What follows belongs to an exercise in optimizing a design on an open flow for small area, a short achievable clock period and few clock cycles per item; a production flow would make more cautious choices.
No functional check of the RTL was part of any run shown here.
Power and IR drop assume default switching activity.

==> flow/design.v, too long to show whole: its modules and the start of the top module <==
// module array_mul_top: 1781 lines
// module mul_fa: 4 lines
// module mul_ha: 4 lines
// module mul_han: 4 lines
module array_mul_top (
   input  logic        clk,
   input  logic        arst_n,
   input  logic        in_valid,
   input  logic        para_mode,
   input  logic [15:0] a,
   input  logic [15:0] b,
   output logic        out_valid,
   output logic [31:0] p
);
  // ...
==> flow/run.sh <==
#!/bin/bash
# synth_recipe.tcl (not shown) runs the flow's synth.tcl, then flattens the netlist and writes it again
# the make line also repeats each setting of config.mk as NAME=value (left out here)
make -C /OpenROAD-flow-scripts/flow DESIGN_CONFIG=/design/flow/config.mk WORK_HOME=/design/flow/orfs CLKGATE_MAP_FILE= SYNTH_SCRIPT=/design/flow/synth_recipe.tcl finish
==> flow/config.mk <==
export PLATFORM = sky130hd
export DESIGN_NAME = array_mul_top
export DESIGN_NICKNAME = array_mul_top
export VERILOG_FILES = /design/flow/design.v
export SDC_FILE = /design/flow/constraint.sdc
export NUM_CORES = 4
export LEC_CHECK = 0
export CAP_MARGIN = 20
export CORE_MARGIN = 2
export CORE_UTILIZATION = 40
export GPL_TIMING_DRIVEN = 1
export SETUP_SLACK_MARGIN = 1.5
export SLEW_MARGIN = 20
export SYNTH_HIERARCHICAL = 1
export SYNTH_MINIMUM_KEEP_SIZE = 0
==> flow/constraint.sdc <==
create_clock -name core_clock -period 6.0 [get_ports {clk}]
set_input_delay 1.2000 -clock core_clock [delete_from_list [all_inputs] [get_ports {clk}]]
set_output_delay 1.2000 -clock core_clock [all_outputs]
set_load 0.01 [all_outputs]
==> results by group, run 1 <==
Status
  – Run status: no timing/DRC/antenna violations

Clock network
  – CTS buffer count: 9
  – Post-CTS resize count: 77
  – CTS tree: done

Cells and area
  – Final-layout clock-cell area share: under 10%
  – Fillers: 1981
  – Number of sequential cells: between 60 and 70
  – Top class by area: multi-input gates

Logic synthesis
  – Post-synthesis simple-gate area fraction: 14.5%
  – Synth top area share: 45.8%
  – Post-synth ARST share: approximately 1.5%
  – Adder-cell area share of the yosys netlist: 52.2%
  – Netlist Area Pre-Place: 0.00865 mm2

Setup path
  – Family with the most delay on the worst path: adder cells
  – Worst EP required: 6.22 ns
  – Stages on the worst setup path: 10
  – Critical Path AT: between 4 and 5 ns
  – Worst-path cell chain: clkdlybuf4s50_1 -> buf_6 -> nor2b_1 -> buf_4 -> nand2_1 -> fa_1 -> fa_1 -> fa_1 -> fa_1 -> fa_1
  – Largest stage delay on the critical path: approximately 0.56 ns

Placed design
  – DP Worst Slack: 0.640 ns
  – DP Area: 0.00945 mm2

Route
  – Vias: 6039
  – ANT nets after route: 0
  – Initial DRC count: roughly 380
  – WL final: 19900 um

Floorplanning
  – Tapcells: 275
  – Die area: 0.0228 mm2
  – DIE HEIGHT: 151 um
  – Starting density of the core: between 40% and 50%

Power and ir drop
  – Clock Power: 0.568 mW
  – Clock network fraction of total power: 13.7%

Global route
  – Largest net degree at the start of global routing: 17
  – Met2 Use GR: 31.5%
==> run 2, diff against run 1 <==
--- a/flow/design.v
+++ b/flow/design.v
@@ -774,16 +774,17 @@
    logic g27;
    logic p27;
    logic g28;
    logic p28;
    logic g29;
    logic p29;
    logic g30;
    logic p30;
+   logic cg0;
    logic cg1;
    logic cp1;
    logic cg2;
    logic cp2;
    logic cg3;
    logic cp3;
    logic cg4;
    logic cp4;
@@ -922,83 +923,84 @@
    logic sm23;
    logic sm24;
    logic sm25;
    logic sm26;
    logic sm27;
    logic sm28;
    logic sm29;
    logic sm30;
+   logic sm31;
+   logic hc8_q1;
+   logic fs43_q1;
    logic fs44_q1;
    logic fc44_q1;
-   logic hs9_q1;
-   logic hc9_q1;
    logic fs54_q1;
    logic fc54_q1;
    logic fs65_q1;
    logic fc65_q1;
    logic fs77_q1;
    logic fc77_q1;
    logic fc89_q1;
    logic fs90_q1;
    logic fc90_q1;
    logic fs101_q1;
    logic fs102_q1;
    logic fc102_q1;
    logic fs115_q1;
    logic fc115_q1;
    logic fs126_q1;
-   logic fc126_q1;
    logic fs127_q1;
    logic fc127_q1;
+   logic fs137_q1;
    logic fs138_q1;
    logic fc138_q1;
    logic fs147_q1;
    logic fc147_q1;
    logic fs148_q1;
    logic fc148_q1;
    logic fs157_q1;
    logic fs166_q1;
    logic fc166_q1;
    logic fs173_q1;
    logic fc173_q1;
    logic fs179_q1;
+   logic fc179_q1;
+   logic fs184_q1;
+   logic fc184_q1;
+   logic fs188_q1;
    logic p0_q1;
    logic p1_q1;
+   logic p7_q1;
    logic g8_q1;
    logic p8_q1;
    logic g9_q1;
    logic p9_q1;
    logic g10_q1;
    logic p10_q1;
-   logic g23_q1;
-   logic g24_q1;
-   logic g25_q1;
-   logic p25_q1;
-   logic g26_q1;
-   logic p26_q1;
    logic g27_q1;
    logic p27_q1;
    logic g28_q1;
    logic p28_q1;
    logic p29_q1;
+   logic g30_q1;
    logic p30_q1;
+   logic cg2_q1;
+   logic cg3_q1;
+   logic cp3_q1;
    logic cg14_q1;
    logic cp14_q1;
    logic cg17_q1;
-   logic cg19_q1;
    logic cp19_q1;
-   logic cg30_q1;
-   logic cp30_q1;
+   logic cg34_q1;
    logic sm2_q1;
    logic sm3_q1;
    logic sm4_q1;
    logic sm5_q1;
    logic sm6_q1;
-   logic sm7_q1;
    assign pp_0_0 = ~(a0 & b0);
    assign pp_0_1 = ~(a1 & b0);
    assign pp_0_2 = ~(a2 & b0);
    assign pp_0_3 = ~(a3 & b0);
    assign pp_0_4 = ~(a4 & b0);
    assign pp_0_5 = ~(a5 & b0);
    assign pp_0_6 = ~(a6 & b0);
    assign pp_0_7 = ~(a7 & b0);
@@ -1245,146 +1247,146 @@
    assign pp_15_8 = ~(a8 & b15);
    assign pp_15_9 = ~(a9 & b15);
    assign pp_15_10 = ~(a10 & b15);
    assign pp_15_11 = ~(a11 & b15);
    assign pp_15_12 = ~(a12 & b15);
    assign pp_15_13 = ~(a13 & b15);
    assign pp_15_14 = ~(a14 & b15);
    assign pp_15_15 = ~(a15 & b15);
-   mul_han u_ha0 (.x(pp_0_2), .y(pp_1_1), .s(hs0), .c(hc0));
+   mul_fa u_ha0 (.x(pp_0_2), .y(pp_1_1), .z(1'b1), .s(hs0), .c(hc0));
    mul_fa u_fa0 (.x(pp_0_3), .y(pp_1_2), .z(pp_2_1), .s(fs0), .c(fc0));
-   mul_han u_ha1 (.x(pp_3_0), .y(hc0), .s(hs1), .c(hc1));
+   mul_fa u_ha1 (.x(pp_3_0), .y(hc0), .z(1'b1), .s(hs1), .c(hc1));
    mul_fa u_fa1 (.x(pp_0_4), .y(pp_1_3), .z(pp_2_2), .s(fs1), .c(fc1));
    mul_fa u_fa2 (.x(pp_3_1), .y(pp_4_0), .z(fc0), .s(fs2), .c(fc2));
-   mul_han u_ha2 (.x(fs1), .y(hc1), .s(hs2), .c(hc2));
+   mul_fa u_ha2 (.x(fs1), .y(hc1), .z(1'b1), .s(hs2), .c(hc2));
    mul_fa u_fa3 (.x(pp_0_5), .y(pp_1_4), .z(pp_2_3), .s(fs3), .c(fc3));
    mul_fa u_fa4 (.x(pp_3_2), .y(pp_4_1), .z(pp_5_0), .s(fs4), .c(fc4));
    mul_fa u_fa5 (.x(fc1), .y(fs3), .z(fs4), .s(fs5), .c(fc5));
-   mul_han u_ha3 (.x(hc2), .y(fc2), .s(hs3), .c(hc3));
+   mul_fa u_ha3 (.x(fc2), .y(fs5), .z(1'b1), .s(hs3), .c(hc3));
    mul_fa u_fa6 (.x(pp_0_6), .y(pp_1_5), .z(pp_2_4), .s(fs6), .c(fc6));
    mul_fa u_fa7 (.x(pp_3_3), .y(pp_4_2), .z(pp_5_1), .s(fs7), .c(fc7));
    mul_fa u_fa8 (.x(pp_6_0), .y(fc3), .z(fc4), .s(fs8), .c(fc8));
    mul_fa u_fa9 (.x(fs6), .y(fs7), .z(fc5), .s(fs9), .c(fc9));
-   mul_han u_ha4 (.x(fs8), .y(hc3), .s(hs4), .c(hc4));
+   mul_fa u_ha4 (.x(fs8), .y(hc3), .z(1'b1), .s(hs4), .c(hc4));
    mul_fa u_fa10 (.x(pp_0_7), .y(pp_1_6), .z(pp_2_5), .s(fs10), .c(fc10));
    mul_fa u_fa11 (.x(pp_3_4), .y(pp_4_3), .z(pp_5_2), .s(fs11), .c(fc11));
    mul_fa u_fa12 (.x(pp_6_1), .y(pp_7_0), .z(fc6), .s(fs12), .c(fc12));
    mul_fa u_fa13 (.x(fc7), .y(fs10), .z(fs11), .s(fs13), .c(fc13));
    mul_fa u_fa14 (.x(fc8), .y(fs12), .z(fs13), .s(fs14), .c(fc14));
-   mul_han u_ha5 (.x(fc9), .y(hc4), .s(hs5), .c(hc5));
+   mul_fa u_ha5 (.x(fc9), .y(fs14), .z(1'b1), .s(hs5), .c(hc5));
    mul_fa u_fa15 (.x(pp_0_8), .y(pp_1_7), .z(pp_2_6), .s(fs15), .c(fc15));
    mul_fa u_fa16 (.x(pp_3_5), .y(pp_4_4), .z(pp_5_3), .s(fs16), .c(fc16));
    mul_fa u_fa17 (.x(pp_6_2), .y(pp_7_1), .z(pp_8_0), .s(fs17), .c(fc17));
    mul_fa u_fa18 (.x(fc10), .y(fc11), .z(fs15), .s(fs18), .c(fc18));
    mul_fa u_fa19 (.x(fs16), .y(fs17), .z(fc12), .s(fs19), .c(fc19));
-   mul_fa u_fa20 (.x(fc13), .y(fs18), .z(fs19), .s(fs20), .c(fc20));
-   mul_han u_ha6 (.x(fc14), .y(hc5), .s(hs6), .c(hc6));
+   mul_fa u_fa20 (.x(fc13), .y(fs18), .z(fc14), .s(fs20), .c(fc20));
+   mul_fa u_ha6 (.x(fs19), .y(hc5), .z(1'b1), .s(hs6), .c(hc6));
    mul_fa u_fa21 (.x(pp_0_9), .y(pp_1_8), .z(pp_2_7), .s(fs21), .c(fc21));
    mul_fa u_fa22 (.x(pp_3_6), .y(pp_4_5), .z(pp_5_4), .s(fs22), .c(fc22));
    mul_fa u_fa23 (.x(pp_6_3), .y(pp_7_2), .z(pp_8_1), .s(fs23), .c(fc23));
    mul_fa u_fa24 (.x(pp_9_0), .y(fc15), .z(fc16), .s(fs24), .c(fc24));
    mul_fa u_fa25 (.x(fc17), .y(fs21), .z(fs22), .s(fs25), .c(fc25));
    mul_fa u_fa26 (.x(fs23), .y(fc18), .z(fs24), .s(fs26), .c(fc26));
    mul_fa u_fa27 (.x(fs25), .y(fc19), .z(fs26), .s(fs27), .c(fc27));
-   mul_han u_ha7 (.x(fc20), .y(fs27), .s(hs7), .c(hc7));
+   mul_fa u_ha7 (.x(fc20), .y(fs27), .z(1'b1), .s(hs7), .c(hc7));
    mul_fa u_fa28 (.x(pp_0_10), .y(pp_1_9), .z(pp_2_8), .s(fs28), .c(fc28));
    mul_fa u_fa29 (.x(pp_3_7), .y(pp_4_6), .z(pp_5_5), .s(fs29), .c(fc29));
    mul_fa u_fa30 (.x(pp_6_4), .y(pp_7_3), .z(pp_8_2), .s(fs30), .c(fc30));
    mul_fa u_fa31 (.x(pp_9_1), .y(pp_10_0), .z(fc21), .s(fs31), .c(fc31));
    mul_fa u_fa32 (.x(fc22), .y(fc23), .z(fs28), .s(fs32), .c(fc32));
    mul_fa u_fa33 (.x(fs29), .y(fs30), .z(fc24), .s(fs33), .c(fc33));
    mul_fa u_fa34 (.x(fc25), .y(fs31), .z(fs32), .s(fs34), .c(fc34));
    mul_fa u_fa35 (.x(fc26), .y(fs33), .z(fs34), .s(fs35), .c(fc35));
-   mul_han u_ha8 (.x(fc27), .y(fs35), .s(hs8), .c(hc8));
+   mul_fa u_ha8 (.x(fc27), .y(fs35), .z(1'b1), .s(hs8), .c(hc8));
    mul_fa u_fa36 (.x(pp_0_11), .y(pp_1_10), .z(pp_2_9), .s(fs36), .c(fc36));
    mul_fa u_fa37 (.x(pp_3_8), .y(pp_4_7), .z(pp_5_6), .s(fs37), .c(fc37));
    mul_fa u_fa38 (.x(pp_6_5), .y(pp_7_4), .z(pp_8_3), .s(fs38), .c(fc38));
    mul_fa u_fa39 (.x(pp_9_2), .y(pp_10_1), .z(pp_11_0), .s(fs39), .c(fc39));
    mul_fa u_fa40 (.x(fc28), .y(fc29), .z(fc30), .s(fs40), .c(fc40));
    mul_fa u_fa41 (.x(fs36), .y(fs37), .z(fs38), .s(fs41), .c(fc41));
    mul_fa u_fa42 (.x(fs39), .y(fc31), .z(fc32), .s(fs42), .c(fc42));
    mul_fa u_fa43 (.x(fs40), .y(fs41), .z(fc33), .s(fs43), .c(fc43));
-   mul_fa u_fa44 (.x(fc34), .y(fs42), .z(fs43), .s(fs44), .c(fc44));
-   mul_han u_ha9 (.x(fc35), .y(hc8), .s(hs9), .c(hc9));
+   mul_fa u_fa44 (.x(fc34), .y(fs42), .z(fc35), .s(fs44), .c(fc44));
+   mul_fa u_ha9 (.x(fs43_q1), .y(hc8_q1), .z(1'b1), .s(hs9), .c(hc9));
    mul_fa u_fa45 (.x(pp_0_12), .y(pp_1_11), .z(pp_2_10), .s(fs45), .c(fc45));
    mul_fa u_fa46 (.x(pp_3_9), .y(pp_4_8), .z(pp_5_7), .s(fs46), .c(fc46));
    mul_fa u_fa47 (.x(pp_6_6), .y(pp_7_5), .z(pp_8_4), .s(fs47), .c(fc47));
    mul_fa u_fa48 (.x(pp_9_3), .y(pp_10_2), .z(pp_11_1), .s(fs48), .c(fc48));
    mul_fa u_fa49 (.x(pp_12_0), .y(fc36), .z(fc37), .s(fs49), .c(fc49));
    mul_fa u_fa50 (.x(fc38), .y(fc39), .z(fs45), .s(fs50), .c(fc50));
    mul_fa u_fa51 (.x(fs46), .y(fs47), .z(fs48), .s(fs51), .c(fc51));
    mul_fa u_fa52 (.x(fc40), .y(fc41), .z(fs49), .s(fs52), .c(fc52));
    mul_fa u_fa53 (.x(fs50), .y(fs51), .z(fc42), .s(fs53), .c(fc53));
    mul_fa u_fa54 (.x(fs52), .y(fc43), .z(fs53), .s(fs54), .c(fc54));
-   mul_han u_ha10 (.x(fc44_q1), .y(fs54_q1), .s(hs10), .c(hc10));
+   mul_fa u_ha10 (.x(fc44_q1), .y(fs54_q1), .z(1'b1), .s(hs10), .c(hc10));
    mul_fa u_fa55 (.x(pp_0_13), .y(pp_1_12), .z(pp_2_11), .s(fs55), .c(fc55));
    mul_fa u_fa56 (.x(pp_3_10), .y(pp_4_9), .z(pp_5_8), .s(fs56), .c(fc56));
    mul_fa u_fa57 (.x(pp_6_7), .y(pp_7_6), .z(pp_8_5), .s(fs57), .c(fc57));
    mul_fa u_fa58 (.x(pp_9_4), .y(pp_10_3), .z(pp_11_2), .s(fs58), .c(fc58));
    mul_fa u_fa59 (.x(pp_12_1), .y(pp_13_0), .z(fc45), .s(fs59), .c(fc59));
    mul_fa u_fa60 (.x(fc46), .y(fc47), .z(fc48), .s(fs60), .c(fc60));
    mul_fa u_fa61 (.x(fs55), .y(fs56), .z(fs57), .s(fs61), .c(fc61));
    mul_fa u_fa62 (.x(fs58), .y(fc49), .z(fc50), .s(fs62), .c(fc62));
    mul_fa u_fa63 (.x(fc51), .y(fs59), .z(fs60), .s(fs63), .c(fc63));
    mul_fa u_fa64 (.x(fs61), .y(fc52), .z(fs62), .s(fs64), .c(fc64));
    mul_fa u_fa65 (.x(fs63), .y(fc53), .z(fs64), .s(fs65), .c(fc65));
-   mul_han u_ha11 (.x(fc54_q1), .y(fs65_q1), .s(hs11), .c(hc11));
+   mul_fa u_ha11 (.x(fc54_q1), .y(fs65_q1), .z(1'b1), .s(hs11), .c(hc11));
    mul_fa u_fa66 (.x(pp_0_14), .y(pp_1_13), .z(pp_2_12), .s(fs66), .c(fc66));
    mul_fa u_fa67 (.x(pp_3_11), .y(pp_4_10), .z(pp_5_9), .s(fs67), .c(fc67));
    mul_fa u_fa68 (.x(pp_6_8), .y(pp_7_7), .z(pp_8_6), .s(fs68), .c(fc68));
    mul_fa u_fa69 (.x(pp_9_5), .y(pp_10_4), .z(pp_11_3), .s(fs69), .c(fc69));
    mul_fa u_fa70 (.x(pp_12_2), .y(pp_13_1), .z(pp_14_0), .s(fs70), .c(fc70));
    mul_fa u_fa71 (.x(fc55), .y(fc56), .z(fc57), .s(fs71), .c(fc71));
    mul_fa u_fa72 (.x(fc58), .y(fs66), .z(fs67), .s(fs72), .c(fc72));
    mul_fa u_fa73 (.x(fs68), .y(fs69), .z(fs70), .s(fs73), .c(fc73));
    mul_fa u_fa74 (.x(fc59), .y(fc60), .z(fc61), .s(fs74), .c(fc74));
    mul_fa u_fa75 (.x(fs71), .y(fs72), .z(fs73), .s(fs75), .c(fc75));
    mul_fa u_fa76 (.x(fc62), .y(fc63), .z(fs74), .s(fs76), .c(fc76));
    mul_fa u_fa77 (.x(fs75), .y(fc64), .z(fs76), .s(fs77), .c(fc77));
-   mul_han u_ha12 (.x(fc65_q1), .y(fs77_q1), .s(hs12), .c(hc12));
+   mul_fa u_ha12 (.x(fc65_q1), .y(fs77_q1), .z(1'b1), .s(hs12), .c(hc12));
    mul_fa u_fa78 (.x(pp_0_15), .y(pp_1_14), .z(pp_2_13), .s(fs78), .c(fc78));
    mul_fa u_fa79 (.x(pp_3_12), .y(pp_4_11), .z(pp_5_10), .s(fs79), .c(fc79));
    mul_fa u_fa80 (.x(pp_6_9), .y(pp_7_8), .z(pp_8_7), .s(fs80), .c(fc80));
    mul_fa u_fa81 (.x(pp_9_6), .y(pp_10_5), .z(pp_11_4), .s(fs81), .c(fc81));
    mul_fa u_fa82 (.x(pp_12_3), .y(pp_13_2), .z(pp_14_1), .s(fs82), .c(fc82));
    mul_fa u_fa83 (.x(pp_15_0), .y(fc66), .z(fc67), .s(fs83), .c(fc83));
    mul_fa u_fa84 (.x(fc68), .y(fc69), .z(fc70), .s(fs84), .c(fc84));
    mul_fa u_fa85 (.x(fs78), .y(fs79), .z(fs80), .s(fs85), .c(fc85));
    mul_fa u_fa86 (.x(fs81), .y(fs82), .z(fc71), .s(fs86), .c(fc86));
    mul_fa u_fa87 (.x(fc72), .y(fc73), .z(fs83), .s(fs87), .c(fc87));
    mul_fa u_fa88 (.x(fs84), .y(fs85), .z(fc74), .s(fs88), .c(fc88));
-   mul_fa u_fa89 (.x(fs86), .y(fc75), .z(fs87), .s(fs89), .c(fc89));
-   mul_fa u_fa90 (.x(fs88), .y(fc76), .z(fs89), .s(fs90), .c(fc90));
-   mul_han u_ha13 (.x(fc77_q1), .y(fs90_q1), .s(hs13), .c(hc13));
+   mul_fa u_fa89 (.x(fc75), .y(fs86), .z(fs87), .s(fs89), .c(fc89));
+   mul_fa u_fa90 (.x(fc76), .y(fs88), .z(fs89), .s(fs90), .c(fc90));
+   mul_fa u_ha13 (.x(fc77_q1), .y(fs90_q1), .z(1'b1), .s(hs13), .c(hc13));
    mul_fa u_fa91 (.x(pp_1_15), .y(pp_2_14), .z(pp_3_13), .s(fs91), .c(fc91));
    mul_fa u_fa92 (.x(pp_4_12), .y(pp_5_11), .z(pp_6_10), .s(fs92), .c(fc92));
    mul_fa u_fa93 (.x(pp_7_9), .y(pp_8_8), .z(pp_9_7), .s(fs93), .c(fc93));
    mul_fa u_fa94 (.x(pp_10_6), .y(pp_11_5), .z(pp_12_4), .s(fs94), .c(fc94));
    mul_fa u_fa95 (.x(pp_13_3), .y(pp_14_2), .z(pp_15_1), .s(fs95), .c(fc95));
    mul_fa u_fa96 (.x(fc78), .y(fc79), .z(fc80), .s(fs96), .c(fc96));
    mul_fa u_fa97 (.x(fc81), .y(fc82), .z(fs91), .s(fs97), .c(fc97));
    mul_fa u_fa98 (.x(fs92), .y(fs93), .z(fs94), .s(fs98), .c(fc98));
    mul_fa u_fa99 (.x(fs95), .y(fc83), .z(fc84), .s(fs99), .c(fc99));
    mul_fa u_fa100 (.x(fc85), .y(fs96), .z(fs97), .s(fs100), .c(fc100));
    mul_fa u_fa101 (.x(fs98), .y(fc86), .z(fc87), .s(fs101), .c(fc101));
    mul_fa u_fa102 (.x(fs99), .y(fs100), .z(fc88), .s(fs102), .c(fc102));
-   mul_fa u_fa103 (.x(fs101_q1), .y(fc89_q1), .z(fs102_q1), .s(fs103), .c(fc103));
-   mul_han u_ha14 (.x(fc90_q1), .y(hc13), .s(hs14), .c(hc14));
+   mul_fa u_fa103 (.x(fc89_q1), .y(fs101_q1), .z(fc90_q1), .s(fs103), .c(fc103));
+   mul_fa u_ha14 (.x(fs102_q1), .y(hc13), .z(1'b1), .s(hs14), .c(hc14));
    mul_fa u_fa104 (.x(pp_2_15), .y(pp_3_14), .z(pp_4_13), .s(fs104), .c(fc104));
    mul_fa u_fa105 (.x(pp_5_12), .y(pp_6_11), .z(pp_7_10), .s(fs105), .c(fc105));
    mul_fa u_fa106 (.x(pp_8_9), .y(pp_9_8), .z(pp_10_7), .s(fs106), .c(fc106));
    mul_fa u_fa107 (.x(pp_11_6), .y(pp_12_5), .z(pp_13_4), .s(fs107), .c(fc107));
    mul_fa u_fa108 (.x(pp_14_3), .y(pp_15_2), .z(fc91), .s(fs108), .c(fc108));
    mul_fa u_fa109 (.x(fc92), .y(fc93), .z(fc94), .s(fs109), .c(fc109));
    mul_fa u_fa110 (.x(fc95), .y(fs104), .z(fs105), .s(fs110), .c(fc110));
    mul_fa u_fa111 (.x(fs106), .y(fs107), .z(fc96), .s(fs111), .c(fc111));
    mul_fa u_fa112 (.x(fc97), .y(fc98), .z(fs108), .s(fs112), .c(fc112));
    mul_fa u_fa113 (.x(fs109), .y(fs110), .z(fc99), .s(fs113), .c(fc113));
-   mul_fa u_fa114 (.x(fs111), .y(fc100), .z(fs112), .s(fs114), .c(fc114));
+   mul_fa u_fa114 (.x(fc100), .y(fs111), .z(fs112), .s(fs114), .c(fc114));
    mul_fa u_fa115 (.x(fc101), .y(fs113), .z(fs114), .s(fs115), .c(fc115));
    mul_fa u_fa116 (.x(fc102_q1), .y(fs115_q1), .z(fc103), .s(fs116), .c(fc116));
    mul_fa u_fa117 (.x(pp_3_15), .y(pp_4_14), .z(pp_5_13), .s(fs117), .c(fc117));
    mul_fa u_fa118 (.x(pp_6_12), .y(pp_7_11), .z(pp_8_10), .s(fs118), .c(fc118));
    mul_fa u_fa119 (.x(pp_9_9), .y(pp_10_8), .z(pp_11_7), .s(fs119), .c(fc119));
    mul_fa u_fa120 (.x(pp_12_6), .y(pp_13_5), .z(pp_14_4), .s(fs120), .c(fc120));
    mul_fa u_fa121 (.x(pp_15_3), .y(fc104), .z(fc105), .s(fs121), .c(fc121));
    mul_fa u_fa122 (.x(fc106), .y(fc107), .z(fs117), .s(fs122), .c(fc122));
@@ -1397,19 +1399,19 @@
    mul_fa u_fa129 (.x(pp_4_15), .y(pp_5_14), .z(pp_6_13), .s(fs129), .c(fc129));
    mul_fa u_fa130 (.x(pp_7_12), .y(pp_8_11), .z(pp_9_10), .s(fs130), .c(fc130));
    mul_fa u_fa131 (.x(pp_10_9), .y(pp_11_8), .z(pp_12_7), .s(fs131), .c(fc131));
    mul_fa u_fa132 (.x(pp_13_6), .y(pp_14_5), .z(pp_15_4), .s(fs132), .c(fc132));
    mul_fa u_fa133 (.x(fc117), .y(fc118), .z(fc119), .s(fs133), .c(fc133));
    mul_fa u_fa134 (.x(fc120), .y(fs129), .z(fs130), .s(fs134), .c(fc134));
    mul_fa u_fa135 (.x(fs131), .y(fs132), .z(fc121), .s(fs135), .c(fc135));
    mul_fa u_fa136 (.x(fc122), .y(fc123), .z(fs133), .s(fs136), .c(fc136));
-   mul_fa u_fa137 (.x(fs134), .y(fc124), .z(fs135), .s(fs137), .c(fc137));
-   mul_fa u_fa138 (.x(fc125), .y(fs136), .z(fs137), .s(fs138), .c(fc138));
-   mul_fa u_fa139 (.x(fc126_q1), .y(fc127_q1), .z(fs138_q1), .s(fs139), .c(fc139));
+   mul_fa u_fa137 (.x(fs134), .y(fc124), .z(fc125), .s(fs137), .c(fc137));
+   mul_fa u_fa138 (.x(fs135), .y(fs136), .z(fc126), .s(fs138), .c(fc138));
+   mul_fa u_fa139 (.x(fs137_q1), .y(fc127_q1), .z(fs138_q1), .s(fs139), .c(fc139));
    mul_fa u_fa140 (.x(pp_5_15), .y(pp_6_14), .z(pp_7_13), .s(fs140), .c(fc140));
    mul_fa u_fa141 (.x(pp_8_12), .y(pp_9_11), .z(pp_10_10), .s(fs141), .c(fc141));
    mul_fa u_fa142 (.x(pp_11_9), .y(pp_12_8), .z(pp_13_7), .s(fs142), .c(fc142));
    mul_fa u_fa143 (.x(pp_14_6), .y(pp_15_5), .z(fc129), .s(fs143), .c(fc143));
    mul_fa u_fa144 (.x(fc130), .y(fc131), .z(fc132), .s(fs144), .c(fc144));
    mul_fa u_fa145 (.x(fs140), .y(fs141), .z(fs142), .s(fs145), .c(fc145));
    mul_fa u_fa146 (.x(fc133), .y(fc134), .z(fs143), .s(fs146), .c(fc146));
    mul_fa u_fa147 (.x(fs144), .y(fs145), .z(fc135), .s(fs147), .c(fc147));
@@ -1426,17 +1428,17 @@
    mul_fa u_fa158 (.x(fc147_q1), .y(fs157_q1), .z(fc148_q1), .s(fs158), .c(fc158));
    mul_fa u_fa159 (.x(pp_7_15), .y(pp_8_14), .z(pp_9_13), .s(fs159), .c(fc159));
    mul_fa u_fa160 (.x(pp_10_12), .y(pp_11_11), .z(pp_12_10), .s(fs160), .c(fc160));
    mul_fa u_fa161 (.x(pp_13_9), .y(pp_14_8), .z(pp_15_7), .s(fs161), .c(fc161));
    mul_fa u_fa162 (.x(fc150), .y(fc151), .z(fc152), .s(fs162), .c(fc162));
    mul_fa u_fa163 (.x(fs159), .y(fs160), .z(fs161), .s(fs163), .c(fc163));
    mul_fa u_fa164 (.x(fc153), .y(fc154), .z(fs162), .s(fs164), .c(fc164));
    mul_fa u_fa165 (.x(fs163), .y(fc155), .z(fc156), .s(fs165), .c(fc165));
-   mul_fa u_fa166 (.x(fs164), .y(fs165), .z(fc157), .s(fs166), .c(fc166));
+   mul_fa u_fa166 (.x(fs164), .y(fc157), .z(fs165), .s(fs166), .c(fc166));
    mul_fa u_fa167 (.x(pp_8_15), .y(pp_9_14), .z(pp_10_13), .s(fs167), .c(fc167));
    mul_fa u_fa168 (.x(pp_11_12), .y(pp_12_11), .z(pp_13_10), .s(fs168), .c(fc168));
    mul_fa u_fa169 (.x(pp_14_9), .y(pp_15_8), .z(fc159), .s(fs169), .c(fc169));
    mul_fa u_fa170 (.x(fc160), .y(fc161), .z(fs167), .s(fs170), .c(fc170));
    mul_fa u_fa171 (.x(fs168), .y(fc162), .z(fc163), .s(fs171), .c(fc171));
    mul_fa u_fa172 (.x(fs169), .y(fs170), .z(fc164), .s(fs172), .c(fc172));
    mul_fa u_fa173 (.x(fs171), .y(fc165), .z(fs172), .s(fs173), .c(fc173));
    mul_fa u_fa174 (.x(pp_9_15), .y(pp_10_14), .z(pp_11_13), .s(fs174), .c(fc174));
@@ -1456,76 +1458,77 @@
    mul_fa u_fa188 (.x(fs186), .y(fc183), .z(fs187), .s(fs188), .c(fc188));
    mul_fa u_fa189 (.x(pp_12_15), .y(pp_13_14), .z(pp_14_13), .s(fs189), .c(fc189));
    mul_fa u_fa190 (.x(pp_15_12), .y(fc185), .z(fs189), .s(fs190), .c(fc190));
    mul_fa u_fa191 (.x(fc186), .y(fs190), .z(fc187), .s(fs191), .c(fc191));
    mul_fa u_fa192 (.x(pp_13_15), .y(pp_14_14), .z(pp_15_13), .s(fs192), .c(fc192));
    mul_fa u_fa193 (.x(fc189), .y(fs192), .z(fc190), .s(fs193), .c(fc193));
    mul_fa u_fa194 (.x(pp_14_15), .y(pp_15_14), .z(fc192), .s(fs194), .c(fc194));
    assign p0 = ~pp_0_0;
-   assign g1 = ~(pp_0_1 | pp_1_0);
+   assign g1 = pp_0_1 & pp_1_0;
    assign p1 = pp_0_1 ^ pp_1_0;
-   assign g2 = ~(pp_2_0 | hs0);
+   assign g2 = pp_2_0 & hs0;
    assign p2 = pp_2_0 ^ hs0;
-   assign g3 = ~(fs0 | hs1);
+   assign g3 = fs0 & hs1;
    assign p3 = fs0 ^ hs1;
-   assign g4 = ~(hs2 | fs2);
-   assign p4 = hs2 ^ fs2;
-   assign g5 = ~(fs5 | hs3);
-   assign p5 = fs5 ^ hs3;
-   assign g6 = ~(fs9 | hs4);
+   assign g4 = fs2 & hs2;
+   assign p4 = fs2 ^ hs2;
+   assign g5 = hc2 & hs3;
+   assign p5 = hc2 ^ hs3;
+   assign g6 = fs9 & hs4;
    assign p6 = fs9 ^ hs4;
-   assign g7 = ~(fs14 | hs5);
-   assign p7 = fs14 ^ hs5;
-   assign g8 = ~(fs20 | hs6);
+   assign g7 = hc4 & hs5;
+   assign p7 = hc4 ^ hs5;
+   assign g8 = fs20 & hs6;
    assign p8 = fs20 ^ hs6;
-   assign g9 = ~(hc6 | hs7);
+   assign g9 = hc6 & hs7;
    assign p9 = hc6 ^ hs7;
-   assign g10 = ~(hc7 | hs8);
+   assign g10 = hc7 & hs8;
    assign p10 = hc7 ^ hs8;
-   assign g11 = ~(fs44_q1 | hs9_q1);
-   assign p11 = fs44_q1 ^ hs9_q1;
-   assign g12 = ~(hc9_q1 | hs10);
-   assign p12 = hc9_q1 ^ hs10;
-   assign g13 = ~(hc10 | hs11);
+   assign g11 = fs44_q1 & hs9;
+   assign p11 = fs44_q1 ^ hs9;
+   assign g12 = hc9 & hs10;
+   assign p12 = hc9 ^ hs10;
+   assign g13 = hc10 & hs11;
    assign p13 = hc10 ^ hs11;
-   assign g14 = ~(hc11 | hs12);
+   assign g14 = hc11 & hs12;
    assign p14 = hc11 ^ hs12;
-   assign g15 = ~(hc12 | hs13);
+   assign g15 = hc12 & hs13;
    assign p15 = hc12 ^ hs13;
-   assign g16 = ~(fs103 | hs14);
+   assign g16 = fs103 & hs14;
    assign p16 = fs103 ^ hs14;
-   assign g17 = ~(hc14 | fs116);
+   assign g17 = hc14 & fs116;
    assign p17 = hc14 ^ fs116;
-   assign g18 = ~(fs128 | fc116);
+   assign g18 = fs128 & fc116;
    assign p18 = fs128 ^ fc116;
-   assign g19 = ~(fc128 | fs139);
+   assign g19 = fc128 & fs139;
    assign p19 = fc128 ^ fs139;
-   assign g20 = ~(fc139 | fs149);
+   assign g20 = fc139 & fs149;
    assign p20 = fc139 ^ fs149;
-   assign g21 = ~(fc149 | fs158);
+   assign g21 = fc149 & fs158;
    assign p21 = fc149 ^ fs158;
-   assign g22 = ~(fs166_q1 | fc158);
+   assign g22 = fs166_q1 & fc158;
    assign p22 = fs166_q1 ^ fc158;
-   assign g23 = ~(fc166 | fs173);
+   assign g23 = fc166_q1 & fs173_q1;
    assign p23 = fc166_q1 ^ fs173_q1;
-   assign g24 = ~(fc173 | fs179);
+   assign g24 = fc173_q1 & fs179_q1;
    assign p24 = fc173_q1 ^ fs179_q1;
-   assign g25 = ~(fc179 | fs184);
-   assign p25 = fc179 ^ fs184;
-   assign g26 = ~(fs188 | fc184);
-   assign p26 = fs188 ^ fc184;
-   assign g27 = ~(fs191 | fc188);
-   assign p27 = fs191 ^ fc188;
-   assign g28 = ~(fs193 | fc191);
+   assign g25 = fc179_q1 & fs184_q1;
+   assign p25 = fc179_q1 ^ fs184_q1;
+   assign g26 = fs188_q1 & fc184_q1;
+   assign p26 = fs188_q1 ^ fc184_q1;
+   assign g27 = fc188 & fs191;
+   assign p27 = fc188 ^ fs191;
+   assign g28 = fs193 & fc191;
    assign p28 = fs193 ^ fc191;
-   assign g29 = ~(fs194 | fc193);
+   assign g29 = fs194 & fc193;
    assign p29 = fs194 ^ fc193;
-   assign g30 = ~(pp_15_15 | fc194);
+   assign g30 = pp_15_15 & fc194;
    assign p30 = pp_15_15 ^ fc194;
+   assign cg0 = g1 | p1;
    assign cg1 = g3 | (p3 & g2);
    assign cp1 = p3 & p2;
    assign cg2 = g5 | (p5 & g4);
    assign cp2 = p5 & p4;
    assign cg3 = g7 | (p7 & g6);
    assign cp3 = p7 & p6;
    assign cg4 = g9_q1 | (p9_q1 & g8_q1);
    assign cp4 = p9_q1 & p8_q1;
@@ -1536,29 +1539,29 @@
    assign cg7 = g15 | (p15 & g14);
    assign cp7 = p15 & p14;
    assign cg8 = g17 | (p17 & g16);
    assign cp8 = p17 & p16;
    assign cg9 = g19 | (p19 & g18);
    assign cp9 = p19 & p18;
    assign cg10 = g21 | (p21 & g20);
    assign cp10 = p21 & p20;
-   assign cg11 = g23_q1 | (p23 & g22);
+   assign cg11 = g23 | (p23 & g22);
    assign cp11 = p23 & p22;
-   assign cg12 = g25_q1 | (p25_q1 & g24_q1);
-   assign cp12 = p25_q1 & p24;
-   assign cg13 = g27_q1 | (p27_q1 & g26_q1);
-   assign cp13 = p27_q1 & p26_q1;
+   assign cg12 = g25 | (p25 & g24);
+   assign cp12 = p25 & p24;
+   assign cg13 = g27_q1 | (p27_q1 & g26);
+   assign cp13 = p27_q1 & p26;
    assign cg14 = g29 | (p29 & g28);
    assign cp14 = p29 & p28;
-   assign cg16 = g2 | (p2 & g1);
-   assign cg17 = cg1 | (cp1 & g1);
+   assign cg16 = g2 | (p2 & cg0);
+   assign cg17 = cg1 | (cp1 & cg0);
    assign cg18 = g6 | (p6 & cg2);
    assign cp18 = p6 & cp2;
-   assign cg19 = cg3 | (cp3 & cg2);
+   assign cg19 = cg3_q1 | (cp3_q1 & cg2_q1);
    assign cp19 = cp3 & cp2;
    assign cg20 = g10_q1 | (p10_q1 & cg4);
    assign cp20 = p10_q1 & cp4;
    assign cg21 = cg5 | (cp5 & cg4);
    assign cp21 = cp5 & cp4;
    assign cg22 = g14 | (p14 & cg6);
    assign cp22 = p14 & cp6;
    assign cg23 = cg7 | (cp7 & cg6);
@@ -1566,26 +1569,26 @@
    assign cg24 = g18 | (p18 & cg8);
    assign cp24 = p18 & cp8;
    assign cg25 = cg9 | (cp9 & cg8);
    assign cp25 = cp9 & cp8;
    assign cg26 = g22 | (p22 & cg10);
    assign cp26 = p22 & cp10;
    assign cg27 = cg11 | (cp11 & cg10);
    assign cp27 = cp11 & cp10;
-   assign cg28 = g26_q1 | (p26_q1 & cg12);
-   assign cp28 = p26_q1 & cp12;
+   assign cg28 = g26 | (p26 & cg12);
+   assign cp28 = p26 & cp12;
    assign cg29 = cg13 | (cp13 & cg12);
    assign cp29 = cp13 & cp12;
-   assign cg30 = g30 | (p30 & cg14);
-   assign cp30 = p30 & cp14;
+   assign cg30 = g30_q1 | (p30_q1 & cg14_q1);
+   assign cp30 = p30_q1 & cp14_q1;
    assign cg32 = g4 | (p4 & cg17);
    assign cg33 = cg2 | (cp2 & cg17);
    assign cg34 = cg18 | (cp18 & cg17);
-   assign cg35 = cg19_q1 | (cp19_q1 & cg17_q1);
+   assign cg35 = cg19 | (cp19_q1 & cg17_q1);
    assign cg36 = g12 | (p12 & cg21);
    assign cp36 = p12 & cp21;
    assign cg37 = cg6 | (cp6 & cg21);
    assign cp37 = cp6 & cp21;
    assign cg38 = cg22 | (cp22 & cg21);
    assign cp38 = cp22 & cp21;
    assign cg39 = cg23 | (cp23 & cg21);
    assign cp39 = cp23 & cp21;
@@ -1596,27 +1599,27 @@
    assign cg42 = cg26 | (cp26 & cg25);
    assign cp42 = cp26 & cp25;
    assign cg43 = cg27 | (cp27 & cg25);
    assign cp43 = cp27 & cp25;
    assign cg44 = g28_q1 | (p28_q1 & cg29);
    assign cp44 = p28_q1 & cp29;
    assign cg45 = cg14_q1 | (cp14_q1 & cg29);
    assign cp45 = cp14_q1 & cp29;
-   assign cg46 = cg30_q1 | (cp30_q1 & cg29);
-   assign cp46 = cp30_q1 & cp29;
+   assign cg46 = cg30 | (cp30 & cg29);
+   assign cp46 = cp30 & cp29;
    assign cg48 = g8_q1 | (p8_q1 & cg35);
    assign cg49 = cg4 | (cp4 & cg35);
    assign cg50 = cg20 | (cp20 & cg35);
    assign cg51 = cg21 | (cp21 & cg35);
    assign cg52 = cg36 | (cp36 & cg35);
    assign cg53 = cg37 | (cp37 & cg35);
    assign cg54 = cg38 | (cp38 & cg35);
    assign cg55 = cg39 | (cp39 & cg35);
-   assign cg56 = g24_q1 | (p24 & cg43);
+   assign cg56 = g24 | (p24 & cg43);
    assign cp56 = p24 & cp43;
    assign cg57 = cg12 | (cp12 & cg43);
    assign cp57 = cp12 & cp43;
    assign cg58 = cg28 | (cp28 & cg43);
    assign cp58 = cp28 & cp43;
    assign cg59 = cg29 | (cp29 & cg43);
    assign cp59 = cp29 & cp43;
    assign cg60 = cg44 | (cp44 & cg43);
@@ -1635,113 +1638,114 @@
    assign cg71 = cg43 | (cp43 & cg55);
    assign cg72 = cg56 | (cp56 & cg55);
    assign cg73 = cg57 | (cp57 & cg55);
    assign cg74 = cg58 | (cp58 & cg55);
    assign cg75 = cg59 | (cp59 & cg55);
    assign cg76 = cg60 | (cp60 & cg55);
    assign cg77 = cg61 | (cp61 & cg55);
    assign cg78 = cg62 | (cp62 & cg55);
-   assign sm2 = p2 ^ g1;
-   assign sm3 = p3 ^ cg16;
-   assign sm4 = p4 ^ cg17;
-   assign sm5 = p5 ^ cg32;
-   assign sm6 = p6 ^ cg33;
-   assign sm7 = p7 ^ cg34;
-   assign sm8 = p8_q1 ^ cg35;
-   assign sm9 = p9_q1 ^ cg48;
-   assign sm10 = p10_q1 ^ cg49;
-   assign sm11 = p11 ^ cg50;
-   assign sm12 = p12 ^ cg51;
-   assign sm13 = p13 ^ cg52;
-   assign sm14 = p14 ^ cg53;
-   assign sm15 = p15 ^ cg54;
-   assign sm16 = p16 ^ cg55;
-   assign sm17 = p17 ^ cg64;
-   assign sm18 = p18 ^ cg65;
-   assign sm19 = p19 ^ cg66;
-   assign sm20 = p20 ^ cg67;
-   assign sm21 = p21 ^ cg68;
-   assign sm22 = p22 ^ cg69;
-   assign sm23 = p23 ^ cg70;
-   assign sm24 = p24 ^ cg71;
-   assign sm25 = p25_q1 ^ cg72;
-   assign sm26 = p26_q1 ^ cg73;
-   assign sm27 = p27_q1 ^ cg74;
-   assign sm28 = p28_q1 ^ cg75;
-   assign sm29 = p29_q1 ^ cg76;
-   assign sm30 = p30_q1 ^ cg77;
+   assign sm2 = ~(p2 ^ cg0);
+   assign sm3 = ~(p3 ^ cg16);
+   assign sm4 = ~(p4 ^ cg17);
+   assign sm5 = ~(p5 ^ cg32);
+   assign sm6 = ~(p6 ^ cg33);
+   assign sm7 = ~(p7_q1 ^ cg34_q1);
+   assign sm8 = ~(p8_q1 ^ cg35);
+   assign sm9 = ~(p9_q1 ^ cg48);
+   assign sm10 = ~(p10_q1 ^ cg49);
+   assign sm11 = ~(p11 ^ cg50);
+   assign sm12 = ~(p12 ^ cg51);
+   assign sm13 = ~(p13 ^ cg52);
+   assign sm14 = ~(p14 ^ cg53);
+   assign sm15 = ~(p15 ^ cg54);
+   assign sm16 = ~(p16 ^ cg55);
+   assign sm17 = ~(p17 ^ cg64);
+   assign sm18 = ~(p18 ^ cg65);
+   assign sm19 = ~(p19 ^ cg66);
+   assign sm20 = ~(p20 ^ cg67);
+   assign sm21 = ~(p21 ^ cg68);
+   assign sm22 = ~(p22 ^ cg69);
+   assign sm23 = ~(p23 ^ cg70);
+   assign sm24 = ~(p24 ^ cg71);
+   assign sm25 = ~(p25 ^ cg72);
+   assign sm26 = ~(p26 ^ cg73);
+   assign sm27 = ~(p27_q1 ^ cg74);
+   assign sm28 = ~(p28_q1 ^ cg75);
+   assign sm29 = ~(p29_q1 ^ cg76);
+   assign sm30 = ~(p30_q1 ^ cg77);
+   assign sm31 = ~cg78;
    always_ff @(posedge clk) begin
+      hc8_q1 <= hc8;
+      fs43_q1 <= fs43;
       fs44_q1 <= fs44;
       fc44_q1 <= fc44;
-      hs9_q1 <= hs9;
-      hc9_q1 <= hc9;
       fs54_q1 <= fs54;
       fc54_q1 <= fc54;
       fs65_q1 <= fs65;
       fc65_q1 <= fc65;
       fs77_q1 <= fs77;
       fc77_q1 <= fc77;
       fc89_q1 <= fc89;
       fs90_q1 <= fs90;
       fc90_q1 <= fc90;
       fs101_q1 <= fs101;
       fs102_q1 <= fs102;
       fc102_q1 <= fc102;
       fs115_q1 <= fs115;
       fc115_q1 <= fc115;
       fs126_q1 <= fs126;
-      fc126_q1 <= fc126;
       fs127_q1 <= fs127;
       fc127_q1 <= fc127;
+      fs137_q1 <= fs137;
       fs138_q1 <= fs138;
       fc138_q1 <= fc138;
       fs147_q1 <= fs147;
       fc147_q1 <= fc147;
       fs148_q1 <= fs148;
       fc148_q1 <= fc148;
       fs157_q1 <= fs157;
       fs166_q1 <= fs166;
       fc166_q1 <= fc166;
       fs173_q1 <= fs173;
       fc173_q1 <= fc173;
       fs179_q1 <= fs179;
+      fc179_q1 <= fc179;
+      fs184_q1 <= fs184;
+      fc184_q1 <= fc184;
+      fs188_q1 <= fs188;
       p0_q1 <= p0;
       p1_q1 <= p1;
+      p7_q1 <= p7;
       g8_q1 <= g8;
       p8_q1 <= p8;
       g9_q1 <= g9;
       p9_q1 <= p9;
       g10_q1 <= g10;
       p10_q1 <= p10;
-      g23_q1 <= g23;
-      g24_q1 <= g24;
-      g25_q1 <= g25;
-      p25_q1 <= p25;
-      g26_q1 <= g26;
-      p26_q1 <= p26;
       g27_q1 <= g27;
       p27_q1 <= p27;
       g28_q1 <= g28;
       p28_q1 <= p28;
       p29_q1 <= p29;
+      g30_q1 <= g30;
       p30_q1 <= p30;
+      cg2_q1 <= cg2;
+      cg3_q1 <= cg3;
+      cp3_q1 <= cp3;
       cg14_q1 <= cg14;
       cp14_q1 <= cp14;
       cg17_q1 <= cg17;
-      cg19_q1 <= cg19;
       cp19_q1 <= cp19;
-      cg30_q1 <= cg30;
-      cp30_q1 <= cp30;
+      cg34_q1 <= cg34;
       sm2_q1 <= sm2;
       sm3_q1 <= sm3;
       sm4_q1 <= sm4;
       sm5_q1 <= sm5;
       sm6_q1 <= sm6;
-      sm7_q1 <= sm7;
    end
    logic [0:0] vld;
    always_ff @(posedge clk or negedge arst_n) begin
       if (!arst_n) begin
          vld <= '0;
       end else begin
          vld <= in_valid;
       end
@@ -1749,17 +1753,17 @@
    assign out_valid = vld[0];
    assign p[0] = p0_q1;
    assign p[1] = p1_q1;
    assign p[2] = sm2_q1;
    assign p[3] = sm3_q1;
    assign p[4] = sm4_q1;
    assign p[5] = sm5_q1;
    assign p[6] = sm6_q1;
-   assign p[7] = sm7_q1;
+   assign p[7] = sm7;
    assign p[8] = sm8;
    assign p[9] = sm9;
    assign p[10] = sm10;
    assign p[11] = sm11;
    assign p[12] = sm12;
    assign p[13] = sm13;
    assign p[14] = sm14;
    assign p[15] = sm15;
@@ -1773,22 +1777,18 @@
    assign p[23] = sm23;
    assign p[24] = sm24;
    assign p[25] = sm25;
    assign p[26] = sm26;
    assign p[27] = sm27;
    assign p[28] = sm28;
    assign p[29] = sm29;
    assign p[30] = sm30;
-   assign p[31] = cg78;
+   assign p[31] = sm31;
 endmodule
 module mul_fa (input logic x, y, z, output logic s, c);
    assign s = x ^ y ^ z;
    assign c = (x & y) | (x & z) | (y & z);
 endmodule
 module mul_ha (input logic x, y, output logic s, c);
    assign s = x ^ y;
    assign c = x & y;
 endmodule
-module mul_han (input logic x, y, output logic s, c);
-   assign s = ~(x ^ y);
-   assign c = x | y;
-endmodule
==> results by group, run 2 <==
Status
  – Run status: no timing/DRC/antenna violations

Floorplanning
  – DIE HEIGHT: 149 um (-1.1%)
  – Die area: 0.0223 mm2 (-2.3%)
  – I/O pin cnt: 69
  – Die span in x: 149 um
  – Core Box Area: 0.0209 mm2
  – Starting density of the core: 40.5% (-0.45 points)
  – FP Rows: between 50 and 60

Cells and area
  – Commonest non-fill, non-tap cell in the layout: nand2_1
  – Area grow syn2layout: 17.9%
  – Most frequent cells in the layout: 259 x nand2_1, 202 x fa_1, 66 x dfxtp_1
  – Layout net count: 1152
  – Share of cells above drive strength 1: between 10% and 20%
  – Ant. Diodes: 0
  – Final Instance Area: 0.00996 mm2

Clock network
  – Clock tree root buffer cell: clkbuf_16
  – CTS Sinks: 68
  – CTS buffer count: 9 (unchanged)
  – Register clock-pin slew on the reported worst setup and hold paths: ~0.060 ns
  – H-Tree Depth: 3
  – CTS Buffer Depth: 2
  – # hold bufs at CTS: 0
  – CTS tree: done

Timing
  – Slew Limit Fails: 0
  – Final period util: 76.1%
  – Final Hold Fails: 0
  – RSZ-0062 raised after global routing: yes
  – Final min period: 4.57 ns
  – Slew @ Worst Pin: 0.854 ns
  – Hold Worst Slack: 0.989 ns
  – Setup_tns: 0 ns
  – Fmax: 0.219 GHz
  – Worst setup margin: 1.43 ns
  – Slew headroom: 43.1%
  – Setup violators final: 0

Route
  – WL final: 20400 um (+2.7%)
  – Mean routed wirelength per cell: about 18 um
  – Initial DRC count: 319 (-15%)
  – ANT nets after route: 0 (unchanged)
  – DR vias/cell: around 5.0
  – DRT Pass-1 Iters: 6
  – Drt drc: 0
  – Vias: 5769 (-4.5%)

Setup path
  – Worst setup SP type: flop
  – Crit path capture: p[27]
  – Critical Path AT: 3.37 ns (-1.27 ns)
  – Worst Setup SP: fs90_q1$_DFF_P_
  – Worst EP required: 4.80 ns (-1.42 ns)
  – Crit-path max FO: 5
  – CP Class: flop to primary output
  – Crit. End Element: primary output

Logic synthesis
  – Main combinational cell family by area after synthesis: adder cells
  – Commonest cells post-synth: 262 x nand2_1, 213 x fa_1, 67 x dfxtp_1
  – Top post-synthesis cells by area: fa_1 50%, dfxtp_1 16%, nand2_1 12%, ha_1 4.6%, buf_4 2.8%
  – Seq/Total Area, Yosys: 16.2%
  – Adder-cell area share of the yosys netlist: 55.0% (+2.9 points)
  – Netlist Area Pre-Place: 0.00845 mm2 (-2.3%)
  – Post-synthesis simple-gate area fraction: 15.5% (+0.95 points)
  – Cell variety after synth: 43
  – Synth top area share: 50.5% (+4.7 points)
  – Area leader, netlist: fa_1
  – Number of synthesized flops with an enable pin: 0
  – #FFs+latches synth: 68
  – Syn Area/Cell: 10.4 um2
  – Top-count cell post-synth: nand2_1
  – XOR/XNOR Fraction of Synth Area: 2.18%
  – Compound-cell area share of the yosys netlist: 4.50%
  – Ys Warns: 7
  – Post-synth ARST share: 1.47% (unchanged)
  – Synthesized instance count: ~810
  – Mux contribution to synthesized area: 0.474%
  – Synth Flop Type: dfxtp_1

Power and ir drop
  – VDD IR-drop max: 0.279 mV
  – Comb pwr share: 73.2%
  – Post-layout power: ~4.9 mW
  – Switching power: approximately 2.1 mW
  – Flop pwr share: 15.6%
  – Int Power: around 2.8 mW
  – Clock network fraction of total power: 11.2% (-2.5 points)
  – Switch share: 43.4%
  – PwrDens: a little under 500 mW/mm2
  – Pleak: 3.57 nW

Placed design
  – Final Wtd Congestion: 0.892
  – DP Worst Slack: 0.521 ns (-0.119 ns)
  – Post-detail-place hpwl: 15900 um
  – DP Area: 0.00932 mm2 (-1.3%)
  – PortBufs: 68

Global route
  – Antenna violations before repair: 0
  – First-pass GRT wire length: between 30000 and 40000 um
  – Overflow after GRT: 0
  – Largest net degree at the start of global routing: 17 (unchanged)
  – Gr usage total: approximately 20%
  – Number of global-route vias before repair: 6352

Job
  – Max-cap check violation count: 0

Hold path
  – Hold/Removal Path Class: input port to async pin
-- run 2: cell count changes after synthesis, moves of 5 or more --
cell | before | now
a21o_1 | 14 | 9
fa_1 | 198 | 213
ha_1 | 44 | 31
inv_1 | 122 | 11
o21ai_0 | 1 | 8
nand2_1 | 257 | 262
-- run 2: cell type report --
cell class	count	area, um2
repair buffers	128	1100
inverters	11	41.3
multi-input cells	654	6810
clock inverters	7	80.1
well taps	275	344
clock buffers	9	225
flip-flops and latches	68	1370
fillers	1967	10900
-- run 2: critical path: stages (launching register included) --
cell,delay (ns)
dfxtp_2,0.32
fa_2,0.36
fa_1,0.50
ha_1,0.32
nand2_2,0.07
or3_1,0.32
o22a_4,0.27
o311ai_4,0.29
buf_4,0.17
nor4_1,0.04
a211oi_1,0.19
buf_2,0.17
-- run 2: worst min path at each step --
stage / end
global route: vld$_DFF_PN0_
CTS: vld$_DFF_PN0_
finish: vld$_DFF_PN0_
floorplan: vld$_DFF_PN0_
global placement: vld$_DFF_PN0_
detailed placement: vld$_DFF_PN0_
-- run 2: Yosys stat by module, one instance, submodules excluded --
module / cells inside / flip-flops and latches / area, um2
array_mul_top: 604 / 68 / 4250
mul_fa: 1 / 0 / 20.0
-- run 2: per-stage QoR --
| step | utilization (%) | instances |
|---|---|---|
| 5_1_grt | 47.7 | 1152 |
| 2_1_floorplan | - | 828 |
| 6_report | 47.7 | 1152 |
| 3_3_place_gp | 44.6 | 1112 |
| 3_5_place_dp | 44.6 | 1112 |
| 4_1_cts | 46.8 | 1140 |
-- run 2: logic make-up after synthesis --
family                   Yosys count
AND/OR/NAND/NOR                  320
multiplexers                       4
XOR/XNOR                          21
adder cells (fa/ha/maj)          244
buffers and inverters            106
AO/OA/AOI/OAI                     50
flip-flops                        68
other                              1
-- run 2: what timing repair did --
| action | 4_1_cts | 5_1_grt |
|---|---|---|
| buffers inserted | 12 | 12 |
| endpoints found under the hold margin | 0 | 0 |
| gates resized for setup | 98 | 41 |
| pin swaps | 17 | 18 |
| setup endpoints to repair | 52 | 33 |
-- run 2: routing by layer --
| metal | GRT usage [%] | wire length (um) | up-vias | part of all wire, % |
|---|---|---|---|---|
| li1 | - | - | 2580 | - |
| met4 | 7.43 | 632 | 0 | 3.1 |
| met5 | 0 | 0 | - | 0 |
| met1 | 25.5 | 8350 | 2945 | 41 |
| met2 | 32.5 | 9900 | 203 | 49 |
| met3 | 5.63 | 1520 | 41 | 7.4 |
-- run 2: power groups by stage --
stage               registers, mW  clock network [mW]  logic [mW]
floorplan                   0.748                   0        2.70
global placement            0.772                   0        3.47
detailed placement          0.775                   0        3.51
CTS                         0.766               0.568        3.51
global route                0.790               0.590        4.04
finish                      0.764               0.550        3.59
==> run 3, diff against run 2 <==
--- a/flow/config.mk
+++ b/flow/config.mk
@@ -8,8 +8,7 @@
 export CAP_MARGIN = 20
 export CORE_MARGIN = 2
 export CORE_UTILIZATION = 40
-export GPL_TIMING_DRIVEN = 1
-export SETUP_SLACK_MARGIN = 1.5
+export SETUP_SLACK_MARGIN = 3
 export SLEW_MARGIN = 20
 export SYNTH_HIERARCHICAL = 1
 export SYNTH_MINIMUM_KEEP_SIZE = 0
==> results by group, run 3 <==
Logic synthesis
  – Ys Warns: 7 (unchanged)
  – Synth Flop Type: dfxtp_1
  – Syn Area/Cell: 10.4 um2 (unchanged)
  – Top-count cell post-synth: nand2_1
  – Commonest cells post-synth: 262 x nand2_1, 213 x fa_1, 67 x dfxtp_1
  – #FFs+latches synth: 68 (unchanged)
  – Synthesized instance count: 814 (unchanged)
  – Synth top area share: 50.5% (unchanged)
  – Seq/Total Area, Yosys: 16.2% (unchanged)
  – Area leader, netlist: fa_1
  – Netlist Area Pre-Place: 0.00845 mm2 (unchanged)
  – Post-synth ARST share: 1.47% (unchanged)
  – Number of synthesized flops with an enable pin: 0 (unchanged)
  – Cell variety after synth: 43 (unchanged)
  – Top post-synthesis cells by area: fa_1 50%, dfxtp_1 16%, nand2_1 12%, ha_1 4.6%, buf_4 2.8%

Setup path
  – Critical Path AT: 3.42 ns (+0.05 ns)
  – Largest stage delay on the critical path: 0.50 ns (about the same)
  – Worst-path cell chain: fa_2 -> fa_1 -> ha_4 -> nand2_4 -> or3_4 -> o22a_4 -> o311ai_4 -> buf_4 -> buf_6 -> a21oi_2 -> xor2_1 -> buf_2
  – Crit. End Element: primary output
  – Slowest stage cell, crit path: fa_1
  – Worst EP required: 4.80 ns (about the same)
  – Crit-path max FO: 4 (-1)
  – Family with the most delay on the worst path: adder cells
  – Buf/Inv on CP: 3 (+1)
  – CP Class: flop to primary output
  – Worst setup SP type: flop

Clock network
  – CTS buffer count: 9 (unchanged)
  – CTS Sinks: 68 (unchanged)
  – H-Tree Depth: 3 (unchanged)
  – Register clock-pin slew on the reported worst setup and hold paths: 0.06 ns (about the same)
  – CTS Buffer Depth: 2 (unchanged)
  – Clock tree root buffer cell: clkbuf_16
  – CTS tree: done
  – # hold bufs at CTS: 0 (unchanged)

Power and ir drop
  – Pleak: 4.17 nW (+17%)
  – VDD IR-drop max: 0.262 mV (-5.9%)
  – PwrDens: 470 mW/mm2 (-4.6%)
  – Comb pwr share: 75.8% (+2.6 points)
  – Flop pwr share: 14.1% (-1.5 points)
  – Switch share: 42.2% (-1.2 points)
  – Int Power: 3.17 mW (+14%)
  – Switching power: 2.31 mW (+8.8%)
  – Clock network fraction of total power: 10.1% (-1.1 points)

Cells and area
  – Ant. Diodes: 0 (unchanged)
  – Layout net count: 1221 (+6.0%)
  – Commonest non-fill, non-tap cell in the layout: nand2_1
  – Util after Layout: 55.9% (+8.2 points)
  – Share of cells above drive strength 1: 50.4% (+35 points)
  – Area grow syn2layout: 38.2%
  – Most frequent cells in the layout: 195 x nand2_1, 149 x fa_2, 76 x buf_4

Floorplanning
  – Die span in x: 149 um (unchanged)
  – DIE HEIGHT: 149 um (unchanged)
  – FP Rows: 53 (unchanged)
  – Starting density of the core: 40.5% (unchanged)
  – I/O pin cnt: 69 (unchanged)
  – Core Box Area: 0.0209 mm2 (unchanged)
  – Die area: 0.0223 mm2 (unchanged)

Timing
  – Final Hold Fails: 0 (unchanged)
  – Hold Worst Slack: 0.990 ns (+0.00146 ns)
  – Fmax: 0.217 GHz (-1.1%)
  – Setup violators final: 0 (unchanged)
  – RSZ-0062 raised after global routing: yes
  – Final min period: 4.62 ns (+0.0506 ns)
  – Slew Limit Fails: 0 (unchanged)
  – Setup_tns: 0 ns (unchanged)
  – Final period util: 76.9% (+0.84 points)

Global route
  – Number of global-route vias before repair: 6828 (+7.5%)
  – Largest net degree at the start of global routing: 17 (unchanged)
  – Antenna violations before repair: 0 (unchanged)
  – First-pass GRT wire length: 35300 um (+5.6%)
  – Overflow after GRT: 0 (unchanged)
  – Gr usage total: 21.1% (+1.1 points)

Route
  – DRT Pass-1 Iters: 5 (-1)
  – Mean routed wirelength per cell: 18.2 um (+2.7%)
  – WL final: 22200 um (+8.9%)
  – ANT nets after route: 0 (unchanged)
  – DR vias/cell: 5.09 (+1.6%)
  – Vias: 6213 (+7.7%)
  – Drt drc: 0 (unchanged)
  – Initial DRC count: 333 (+4.4%)

Hold path
  – Hold/Removal Path Class: input port to async pin

Placed design
  – Post-detail-place hpwl: 16100 um (+1.3%)
  – PortBufs: 68 (unchanged)
  – Final Wtd Congestion: 0.900 (+0.83%)

Status
  – Run status: no timing/DRC/antenna violations

Job
  – Max-cap check violation count: 0 (unchanged)
[run 3: cell counts after synthesis]
Identical to the previous run, type by type.
[run 3: worst max-delay path by stage]
stage                           startpoint        endpoint  slack [ns]  depth (start not counted)
after floorplan                       a[8]  p10_q1$_DFF_P_        1.89                         10
after global placement           para_mode  p10_q1$_DFF_P_        0.71                          9
after detailed placement         para_mode  p10_q1$_DFF_P_        0.67                          9
after CTS                  fs90_q1$_DFF_P_           p[27]        1.36                         11
after global routing      fs101_q1$_DFF_P_           p[26]        1.29                         12
final                     fs101_q1$_DFF_P_           p[26]        1.38                         12
[run 3: layer usage]
metal | GRT usage, % | part of all wire [%] | vias up
met5 | 0 | 0 | -
met4 | 7.76 | 2.7 | 0
met3 | 4.43 | 6.3 | 46
met2 | 34.6 | 50 | 234
met1 | 27.7 | 41 | 3203
li1 | - | - | 2730
[run 3: cell families (layout without fill, tap and decap cells)]
logic type	count (synthesis)	in the layout	share of synthesized area, %
simple gates	320	320	15.5
fa+ha+maj	244	244	55.0
buf+inv	106	224	6.13
flops	68	68	16.2
compound gates	50	50	4.50
xor+xnor	21	21	2.18
mux	4	4	0.474
other cells	1	15	0.0444
[run 3: area by class of cell]
class	count	area [um2]
fill	1758	9210
sequential	68	1370
timing repair buffer	197	1930
tap	275	344
clock buffer	10	239
inverter	11	41.3
clock inverter	6	70.1
multi-input combinational	654	7680
[run 3: power groups by stage]
| stage | Sequential, mW | Combinational (mW) | Clock (mW) |
|---|---|---|---|
| after floorplan | 0.751 | 3.14 | 0 |
| after global placement | 0.773 | 3.87 | 0 |
| after detailed placement | 0.775 | 3.93 | 0 |
| after CTS | 0.771 | 3.95 | 0.573 |
| after global routing | 0.798 | 4.64 | 0.590 |
| final | 0.772 | 4.16 | 0.555 |
[run 3: Yosys stat by module, one instance, submodules excluded]
module / cells / cell area (um2) / times used / flip-flops and latches
array_mul_top: 604 / 4250 / 1 / 68
mul_fa: 1 / 20.0 / 210 / 0
[run 3: timing repair]
item | 4_1_cts | 5_1_grt
pin swaps | 100 | 91
buffers inserted | 59 | 38
resized for setup | 388 | 88
endpoints found under the setup margin | 89 | 83
[run 3: stage by stage]
stage	total power, mW	worst slack (ns)	instances	area, um2
after global placement	4.65	0.706	1108	9890
after global routing	6.03	1.29	1221	11700
final	5.48	1.38	1221	11700
after floorplan	3.89	1.89	828	9560
after CTS	5.29	1.36	1183	11100
after detailed placement	4.70	0.668	1108	9890

[separate check: timing with driven ports]
No port has a modelled driver above. Below, the same layouts with a new extraction and two added sets of constraints.
Step 1, drivers: a clkbuf_16 drives clk and a buf_2 each remaining input, both assumed.
Step 2 also shifts input and output timing later by t, the mid clock arrival at the registers, as if the neighbouring blocks saw the same clock.
a / b / c = ideal ports / drivers / drivers and shift; a / b = the first two.
run	t (ns)	slack for setup (ns)	hold slack, ns	worst register clock-pin slew, ns	pins driven straight from the clock port
run 1	0.387	1.580 / 1.589 / 1.217	0.995 / 0.976 / 1.363	0.06 / 0.06	1
run 2	0.396	1.434 / 1.389 / 1.201	0.989 / 0.967 / 1.362	0.07 / 0.07	1
run 3	0.392	1.384 / 1.338 / 1.446	0.990 / 0.968 / 1.359	0.06 / 0.06	1
After both steps setup and hold are still met in every run listed. The setup slack of run 1, which loses most, moves by +0.009 ns with the drivers and by -0.363 ns with both steps.
